This is an optimization exercise on Yosys and OpenROAD, whose aim is small area, a short achievable clock period and few clock cycles, not a production implementation.
In this exercise RTL edits were held to simulation tests only and were not proved equivalent to the original.
Power figures rest on the tool's default switching activity, not on a simulated workload.

rev 12:
==> flow/design.v <==
package dram_responder_pkg;
    localparam logic [7:0] HOST_CMD_LOAD = 8'h01;
    localparam logic [7:0] HOST_CMD_DUMP = 8'h02;
    typedef enum logic [2:0] {
        S_CMD,
        S_ADDR,
        S_LEN,
        S_LOAD,
        S_DUMP_RD,
        S_DUMP_TX
    } host_state_e;
    function automatic logic [8:0] len_to_cnt(input logic [7:0] len);
        len_to_cnt = (len == 8'd0) ? 9'd256 : {1'b0, len};
    endfunction
endpackage
module dram_responder_sp_sram (
    input  logic       clk,
    input  logic       rst,
    input  logic        we_i,
    input  logic        rsel_i,
    input  logic        wsel_i,
    input  logic [7:0]  caddr_i,
    input  logic [15:0] plo_i,
    input  logic [15:0] phi_i,
    input  logic [7:0]  wdata_i,
    input  logic       re_i,
    output logic [7:0] rdata_o
);
    logic [15:0] lo_n, hi_n, wlo_n, whi_n;
    dram_responder_pdec  u_dec_lo  (.a_i(caddr_i[3:0]), .p_i(plo_i), .sel_i(rsel_i), .y_no(lo_n));
    dram_responder_pdec  u_dec_hi  (.a_i(caddr_i[7:4]), .p_i(phi_i), .sel_i(rsel_i), .y_no(hi_n));
    dram_responder_pdece u_dec_wlo (.a_i(caddr_i[3:0]), .p_i(plo_i), .sel_i(wsel_i), .en_i(we_i),
                                    .y_no(wlo_n));
    dram_responder_pdec  u_dec_whi (.a_i(caddr_i[7:4]), .p_i(phi_i), .sel_i(wsel_i), .y_no(whi_n));
    logic [15:0] wlo_nq, whi_nq;
    logic [7:0]  wd_q;
    always_ff @(posedge clk) begin
        wlo_nq <= wlo_n;
        whi_nq <= whi_n;
        wd_q   <= wdata_i;
    end
    logic [255:0] rsel, wen;
    logic [7:0]   mem_q [256];
    for (genvar i = 0; i < 256; i++) begin : g_word
        dram_responder_nor2 u_wen  (.a(wlo_nq[i % 16]), .b(whi_nq[i / 16]), .y(wen[i]));
        dram_responder_nor2 u_rsel (.a(lo_n[i % 16]), .b(hi_n[i / 16]), .y(rsel[i]));
        always_ff @(posedge clk) begin
            if (wen[i]) mem_q[i] <= wd_q;
        end
    end
    logic hit;
    dram_responder_hit u_hit (.lo_ni(lo_n), .hi_ni(hi_n), .wlo_ni(wlo_nq), .whi_ni(whi_nq), .hit_o(hit));
    logic [7:0] t3 [8];
    for (genvar b = 0; b < 8; b++) begin : g_bit
        logic [31:0] t1;
        logic [15:0] t2_n;
        for (genvar i = 0; i < 32; i++) begin : g_t1
            dram_responder_ao8 u (
                .w({mem_q[8*i+7][b], mem_q[8*i+6][b], mem_q[8*i+5][b], mem_q[8*i+4][b],
                    mem_q[8*i+3][b], mem_q[8*i+2][b], mem_q[8*i+1][b], mem_q[8*i][b]}),
                .s(rsel[8*i +: 8]), .y(t1[i]));
        end
        for (genvar i = 0; i < 16; i++) begin : g_t2
            dram_responder_nor2 u (.a(t1[2*i]), .b(t1[2*i+1]), .y(t2_n[i]));
        end
        for (genvar i = 0; i < 8; i++) begin : g_t3
            dram_responder_nand2 u (.a(t2_n[2*i]), .b(t2_n[2*i+1]), .y(t3[b][i]));
        end
    end
    logic [3:0] part_d [8];
    logic [3:0] part_q [8];
    for (genvar b = 0; b < 8; b++) begin : g_part
        for (genvar i = 0; i < 4; i++) begin : g_p
            dram_responder_nor2 u (.a(t3[b][2*i]), .b(t3[b][2*i+1]), .y(part_d[b][i]));
        end
        always_ff @(posedge clk) begin
            part_q[b] <= part_d[b];
        end
    end
    logic use_d;
    assign use_d = re_i && !hit;
    for (genvar b = 0; b < 8; b++) begin : g_out
        dram_responder_obit u (.clk(clk), .rst(rst), .part_i(part_q[b]), .use_i(use_d),
                               .re_i(re_i), .wd_i(wd_q[b]), .q_o(rdata_o[b]));
    end
endmodule
module dram_responder_obit (
    input  logic       clk,
    input  logic       rst,
    input  logic [3:0] part_i,
    input  logic       use_i,
    input  logic       re_i,
    input  logic       wd_i,
    output logic       q_o
);
    logic use_q, alt_q;
    always_ff @(posedge clk or posedge rst) begin
        if (rst) begin
            use_q <= 1'b0;
            alt_q <= 1'b0;
        end else begin
            use_q <= use_i;
            alt_q <= re_i ? wd_i : q_o;
        end
    end
    assign q_o = use_q ? !(&part_i) : alt_q;
endmodule
module dram_responder_pdec (
    input  logic [3:0]  a_i,
    input  logic [15:0] p_i,
    input  logic        sel_i,
    output logic [15:0] y_no
);
    logic [3:0] d01, d23;
    logic       nsel;
    assign nsel = !sel_i;
    dram_responder_dec2 u_d01 (.a_i(a_i[1:0]), .y_o(d01));
    dram_responder_dec2 u_d23 (.a_i(a_i[3:2]), .y_o(d23));
    for (genvar k = 0; k < 16; k++) begin : g_line
        dram_responder_a32oi u (.a1(nsel), .a2(d01[k % 4]), .a3(d23[k / 4]), .b1(sel_i), .b2(p_i[k]),
                                .y(y_no[k]));
    end
endmodule
module dram_responder_dec2 (
    input  logic [1:0] a_i,
    output logic [3:0] y_o
);
    always_comb begin
        for (int k = 0; k < 4; k++) y_o[k] = (a_i == 2'(k));
    end
endmodule
module dram_responder_a32oi (
    input  logic a1, a2, a3, b1, b2,
    output logic y
);
    assign y = !((a1 && a2 && a3) || (b1 && b2));
endmodule
module dram_responder_pdece (
    input  logic [3:0]  a_i,
    input  logic [15:0] p_i,
    input  logic        sel_i,
    input  logic        en_i,
    output logic [15:0] y_no
);
    always_comb begin
        for (int k = 0; k < 16; k++) y_no[k] = !(en_i && (sel_i ? p_i[k] : (a_i == 4'(k))));
    end
endmodule
module dram_responder_nor2 (
    input  logic a, b,
    output logic y
);
    assign y = !(a || b);
endmodule
module dram_responder_ao8 (
    input  logic [7:0] w,
    input  logic [7:0] s,
    output logic       y
);
    assign y = |(w & s);
endmodule
module dram_responder_nor3 (
    input  logic a, b, c,
    output logic y
);
    assign y = !(a || b || c);
endmodule
module dram_responder_hit (
    input  logic [15:0] lo_ni,
    input  logic [15:0] hi_ni,
    input  logic [15:0] wlo_ni,
    input  logic [15:0] whi_ni,
    output logic        hit_o
);
    assign hit_o = |(~lo_ni & ~wlo_ni) && |(~hi_ni & ~whi_ni);
endmodule
module dram_responder_nand2 (
    input  logic a, b,
    output logic y
);
    assign y = !(a && b);
endmodule
module dram_responder (
    input  logic       clk,
    input  logic       rst,
    input  logic [7:0] dram_addr,
    input  logic [7:0] dram_din,
    input  logic       dram_write,
    output logic [7:0] dram_dout,
    input  logic       cpu_idle,
    output logic       host_busy,
    input  logic [7:0] host_in_data,
    input  logic       host_in_valid,
    output logic       host_in_ready,
    output logic [7:0] host_out_data,
    output logic       host_out_valid,
    input  logic       host_out_ready,
    output logic       cmd_err
);
    logic       busy_q, s_addr_q, s_len_q, s_load_q, s_dump_q;
    logic       rdy_q;       
    logic       dump_q;      
    logic       last_q;      
    logic [7:0] ptr_q;       
    logic [15:0] plo_q, phi_q;   
    logic [7:0] cnt_q;       
    logic       stall_q, err_q;
    logic       busy_a_q, idle_w_q;
    logic in_ready, in_fire, out_fire, cmd_ok, is_dump, stall, step, fin;
    logic [7:0] cnt_dec;
    assign in_ready = (cpu_idle && !busy_q) || rdy_q;
    assign in_fire  = host_in_valid && in_ready;
    assign out_fire = s_dump_q && host_out_ready;
    assign is_dump  = (host_in_data == dram_responder_pkg::HOST_CMD_DUMP);
    assign cmd_ok   = (host_in_data == dram_responder_pkg::HOST_CMD_LOAD) || is_dump;
    assign stall    = !busy_q && host_in_valid && !cpu_idle;
    assign cnt_dec  = cnt_q - 8'd1;
    assign step     = (s_load_q && host_in_valid) || out_fire;
    assign fin      = last_q && step;
    always_ff @(posedge clk or posedge rst) begin
        if (rst) begin
            busy_q   <= 1'b0;
            s_addr_q <= 1'b0;
            s_len_q  <= 1'b0;
            s_load_q <= 1'b0;
            s_dump_q <= 1'b0;
            rdy_q    <= 1'b0;
            stall_q  <= 1'b0;
            err_q    <= 1'b0;
        end else begin
            stall_q <= stall;
            err_q   <= (!busy_q && in_fire && !cmd_ok) || (stall && !stall_q) || (busy_q && dram_write);
            if (!busy_q) begin
                if (in_fire && cmd_ok) begin
                    busy_q   <= 1'b1;
                    s_addr_q <= 1'b1;
                    rdy_q    <= 1'b1;
                end
            end else if (s_addr_q) begin
                if (host_in_valid) begin
                    s_addr_q <= 1'b0;
                    s_len_q  <= 1'b1;
                end
            end else if (s_len_q) begin
                if (host_in_valid) begin
                    s_len_q  <= 1'b0;
                    s_load_q <= !dump_q;
                    s_dump_q <= dump_q;
                    rdy_q    <= !dump_q;
                end
            end else if (fin) begin
                busy_q   <= 1'b0;
                s_load_q <= 1'b0;
                s_dump_q <= 1'b0;
                rdy_q    <= 1'b0;
            end
        end
    end
    logic [7:0] ptr_d;
    always_comb begin
        ptr_d = ptr_q;
        if (s_addr_q && host_in_valid) begin
            ptr_d = host_in_data;
        end else if (step || (s_len_q && host_in_valid && dump_q)) begin
            ptr_d = ptr_q + 8'd1;
        end
    end
    logic busy_d;
    always_comb begin
        busy_d = busy_q;
        if (!busy_q) busy_d = in_fire && cmd_ok;
        else if (!s_addr_q && !s_len_q && fin) busy_d = 1'b0;
    end
    always_ff @(posedge clk) begin
        busy_a_q <= busy_d;
        idle_w_q <= !busy_d;
        if (!busy_q) begin
            dump_q <= is_dump;
        end
        ptr_q <= ptr_d;
        plo_q <= 16'b1 << ptr_d[3:0];
        phi_q <= 16'b1 << ptr_d[7:4];
        if (s_len_q && host_in_valid) begin
            cnt_q  <= host_in_data;
            last_q <= (host_in_data == 8'd1);
        end else if (step) begin
            cnt_q  <= cnt_dec;
            last_q <= (cnt_dec == 8'd1);
        end
    end
    logic       mem_we, mem_re;
    logic [7:0] mem_wdata, mem_rdata;
    assign mem_we    = idle_w_q ? dram_write : (s_load_q && host_in_valid);
    assign mem_wdata = idle_w_q ? dram_din : host_in_data;
    assign mem_re    = !s_dump_q || host_out_ready;
    dram_responder_sp_sram u_ram (
        .clk    (clk),
        .rst    (rst),
        .we_i   (mem_we),
        .rsel_i (busy_a_q),
        .wsel_i (!idle_w_q),
        .caddr_i(dram_addr),
        .plo_i  (plo_q),
        .phi_i  (phi_q),
        .wdata_i(mem_wdata),
        .re_i   (mem_re),
        .rdata_o(mem_rdata)
    );
    assign dram_dout      = mem_rdata;
    assign host_out_data  = mem_rdata;
    assign host_out_valid = s_dump_q;
    assign host_in_ready  = in_ready;
    assign host_busy      = busy_q;
    assign cmd_err        = err_q;
endmodule
export LEC_CHECK = 0
export CAP_MARGIN = 20
export CORE_MARGIN = 2
export CORE_UTILIZATION = 60
export CTS_CLUSTER_DIAMETER = 100
export CTS_CLUSTER_SIZE = 30
export PLACE_DENSITY = 0.7
export SETUP_SLACK_MARGIN = 2.5
export SLEW_MARGIN = 20
export SYNTH_HIERARCHICAL = 1
export SYNTH_MINIMUM_KEEP_SIZE = 0
export TNS_END_PERCENT = 100
create_clock -name core_clock -period 5.5 [get_ports {clk}]
standard.sh (not shown) runs the stock make flow with config.mk's settings and CLKGATE_MAP_FILE= SYNTH_SCRIPT=/design/flow/synth_recipe.tcl, a recipe that flattens the netlist after the stock synthesis.
==> flow/flow/run.sh <==
#!/bin/bash
# The standard layout (standard.sh, with the standard synthesis), except
# that the input and output port buffers are plain buffers
# (sky130_fd_sc_hd__buf_4) instead of the delay cell buffer_ports picks by
# default. Every port still gets its own buffer.
set -euo pipefail
bash standard.sh "BUFFER_PORTS_ARGS=-buffer_cell sky130_fd_sc_hd__buf_4" finish > standard.log 2>&1
Testbench counts of rev 12, summed over its fixed seeds: cycles 22,524.
### rev 12 -> rev 13
--- a/flow/design.v
+++ b/flow/design.v
@@ -14,24 +14,26 @@
     endfunction
 endpackage
 module dram_responder_sp_sram (
     input  logic       clk,
     input  logic       rst,
     input  logic        we_i,
-    input  logic        rsel_i,
+    input  logic        rsel_d_i,
     input  logic        wsel_i,
     input  logic [7:0]  caddr_i,
     input  logic [15:0] plo_i,
     input  logic [15:0] phi_i,
     input  logic [7:0]  wdata_i,
     input  logic       re_i,
     output logic [7:0] rdata_o
 );
     logic [15:0] lo_n, hi_n, wlo_n, whi_n;
-    dram_responder_pdec  u_dec_lo  (.a_i(caddr_i[3:0]), .p_i(plo_i), .sel_i(rsel_i), .y_no(lo_n));
-    dram_responder_pdec  u_dec_hi  (.a_i(caddr_i[7:4]), .p_i(phi_i), .sel_i(rsel_i), .y_no(hi_n));
+    dram_responder_pdecr u_dec_lo  (.clk(clk), .a_i(caddr_i[3:0]), .p_i(plo_i), .sel_d_i(rsel_d_i),
+                                    .y_no(lo_n));
+    dram_responder_pdecr u_dec_hi  (.clk(clk), .a_i(caddr_i[7:4]), .p_i(phi_i), .sel_d_i(rsel_d_i),
+                                    .y_no(hi_n));
     dram_responder_pdece u_dec_wlo (.a_i(caddr_i[3:0]), .p_i(plo_i), .sel_i(wsel_i), .en_i(we_i),
                                     .y_no(wlo_n));
     dram_responder_pdec  u_dec_whi (.a_i(caddr_i[7:4]), .p_i(phi_i), .sel_i(wsel_i), .y_no(whi_n));
     logic [15:0] wlo_nq, whi_nq;
     logic [7:0]  wd_q;
     always_ff @(posedge clk) begin
@@ -118,12 +120,46 @@
     dram_responder_dec2 u_d23 (.a_i(a_i[3:2]), .y_o(d23));
     for (genvar k = 0; k < 16; k++) begin : g_line
         dram_responder_a32oi u (.a1(nsel), .a2(d01[k % 4]), .a3(d23[k / 4]), .b1(sel_i), .b2(p_i[k]),
                                 .y(y_no[k]));
     end
 endmodule
+module dram_responder_pdecr (
+    input  logic        clk,
+    input  logic [3:0]  a_i,
+    input  logic [15:0] p_i,
+    input  logic        sel_d_i,
+    output logic [15:0] y_no
+);
+    logic [3:0] d01, d23;
+    logic       sel_q, nsel_q;
+    always_ff @(posedge clk) begin
+        sel_q  <= sel_d_i;
+        nsel_q <= !sel_d_i;
+    end
+    dram_responder_dec2e u_d01 (.a_i(a_i[1:0]), .en_i(nsel_q), .y_o(d01));
+    dram_responder_dec2  u_d23 (.a_i(a_i[3:2]), .y_o(d23));
+    for (genvar k = 0; k < 16; k++) begin : g_line
+        dram_responder_aoi22 u (.a(d01[k % 4]), .b(d23[k / 4]), .c(sel_q), .d(p_i[k]), .y(y_no[k]));
+    end
+endmodule
+module dram_responder_dec2e (
+    input  logic [1:0] a_i,
+    input  logic       en_i,
+    output logic [3:0] y_o
+);
+    always_comb begin
+        for (int k = 0; k < 4; k++) y_o[k] = en_i && (a_i == 2'(k));
+    end
+endmodule
+module dram_responder_aoi22 (
+    input  logic a, b, c, d,
+    output logic y
+);
+    assign y = !((a && b) || (c && d));
+endmodule
 module dram_responder_dec2 (
     input  logic [1:0] a_i,
     output logic [3:0] y_o
 );
     always_comb begin
         for (int k = 0; k < 4; k++) y_o[k] = (a_i == 2'(k));
@@ -202,13 +238,13 @@
     logic       dump_q;      
     logic       last_q;      
     logic [7:0] ptr_q;       
     logic [15:0] plo_q, phi_q;   
     logic [7:0] cnt_q;       
     logic       stall_q, err_q;
-    logic       busy_a_q, idle_w_q;
+    logic       idle_w_q;
     logic in_ready, in_fire, out_fire, cmd_ok, is_dump, stall, step, fin;
     logic [7:0] cnt_dec;
     assign in_ready = (cpu_idle && !busy_q) || rdy_q;
     assign in_fire  = host_in_valid && in_ready;
     assign out_fire = s_dump_q && host_out_ready;
     assign is_dump  = (host_in_data == dram_responder_pkg::HOST_CMD_DUMP);
@@ -269,13 +305,12 @@
     always_comb begin
         busy_d = busy_q;
         if (!busy_q) busy_d = in_fire && cmd_ok;
         else if (!s_addr_q && !s_len_q && fin) busy_d = 1'b0;
     end
     always_ff @(posedge clk) begin
-        busy_a_q <= busy_d;
         idle_w_q <= !busy_d;
         if (!busy_q) begin
             dump_q <= is_dump;
         end
         ptr_q <= ptr_d;
         plo_q <= 16'b1 << ptr_d[3:0];
@@ -294,13 +329,13 @@
     assign mem_wdata = idle_w_q ? dram_din : host_in_data;
     assign mem_re    = !s_dump_q || host_out_ready;
     dram_responder_sp_sram u_ram (
         .clk    (clk),
         .rst    (rst),
         .we_i   (mem_we),
-        .rsel_i (busy_a_q),
+        .rsel_d_i(busy_d),
         .wsel_i (!idle_w_q),
         .caddr_i(dram_addr),
         .plo_i  (plo_q),
         .phi_i  (phi_q),
         .wdata_i(mem_wdata),
         .re_i   (mem_re),
==> comparison <==
- Rev 13: full flow OK, the timing, DRC and antenna checks passed
- Rev 12 and rev 13 ended up with nearly the same via count of the first global-routing pass.
- In the flow results for rev 12 and rev 13, the post-route minimum period is smaller on rev 12.
- From rev 12 to rev 13 the numbers moved as follows: count of multi-input gates held steady, sequential share of layout area level, final setup slack of the worst path lower, final instance area stayed essentially flat, utilization held.
- There was hardly any difference in proportion of layout cells with a drive suffix above 1 between rev 13 and rev 12.
- NOTE: clock power in rev 13 exceeds that of rev 12
Testbench counts of rev 13, summed over its fixed seeds: cycles 22,524.

## port drivers added, routing unchanged
Ports are ideal in the flow. The routed layouts listed here were re-timed in OpenROAD. Step 1 (the two cells are an assumption about what drives the block):
set clk [get_ports {clk}]
set_driving_cell -lib_cell sky130_fd_sc_hd__clkbuf_16 $clk
set_driving_cell -lib_cell sky130_fd_sc_hd__buf_2 [delete_from_list [all_inputs] $clk]
Step 2 also shifts input and output timing later by t, the mid clock arrival at the registers, as if the neighbouring blocks saw the same clock. Slacks: ideal ports / drivers / drivers and shift; pairs: ideal ports / drivers.
run | t, ns | setup slack, ns | clock arrival spread, ns | slew at the worst register clock pin (ns)
rev 12 | 0.820 | 2.492 / 2.443 / 1.709 | 0.037 / 0.038 | 0.12 / 0.12
rev 13 | 0.810 | 2.472 / 2.429 / 1.662 | 0.050 / 0.049 | 0.12 / 0.12
After both steps every run listed still meets setup and hold. For rev 13, which loses most, drivers alone change the setup slack by -0.043 ns; drivers and shift together by -0.810 ns.
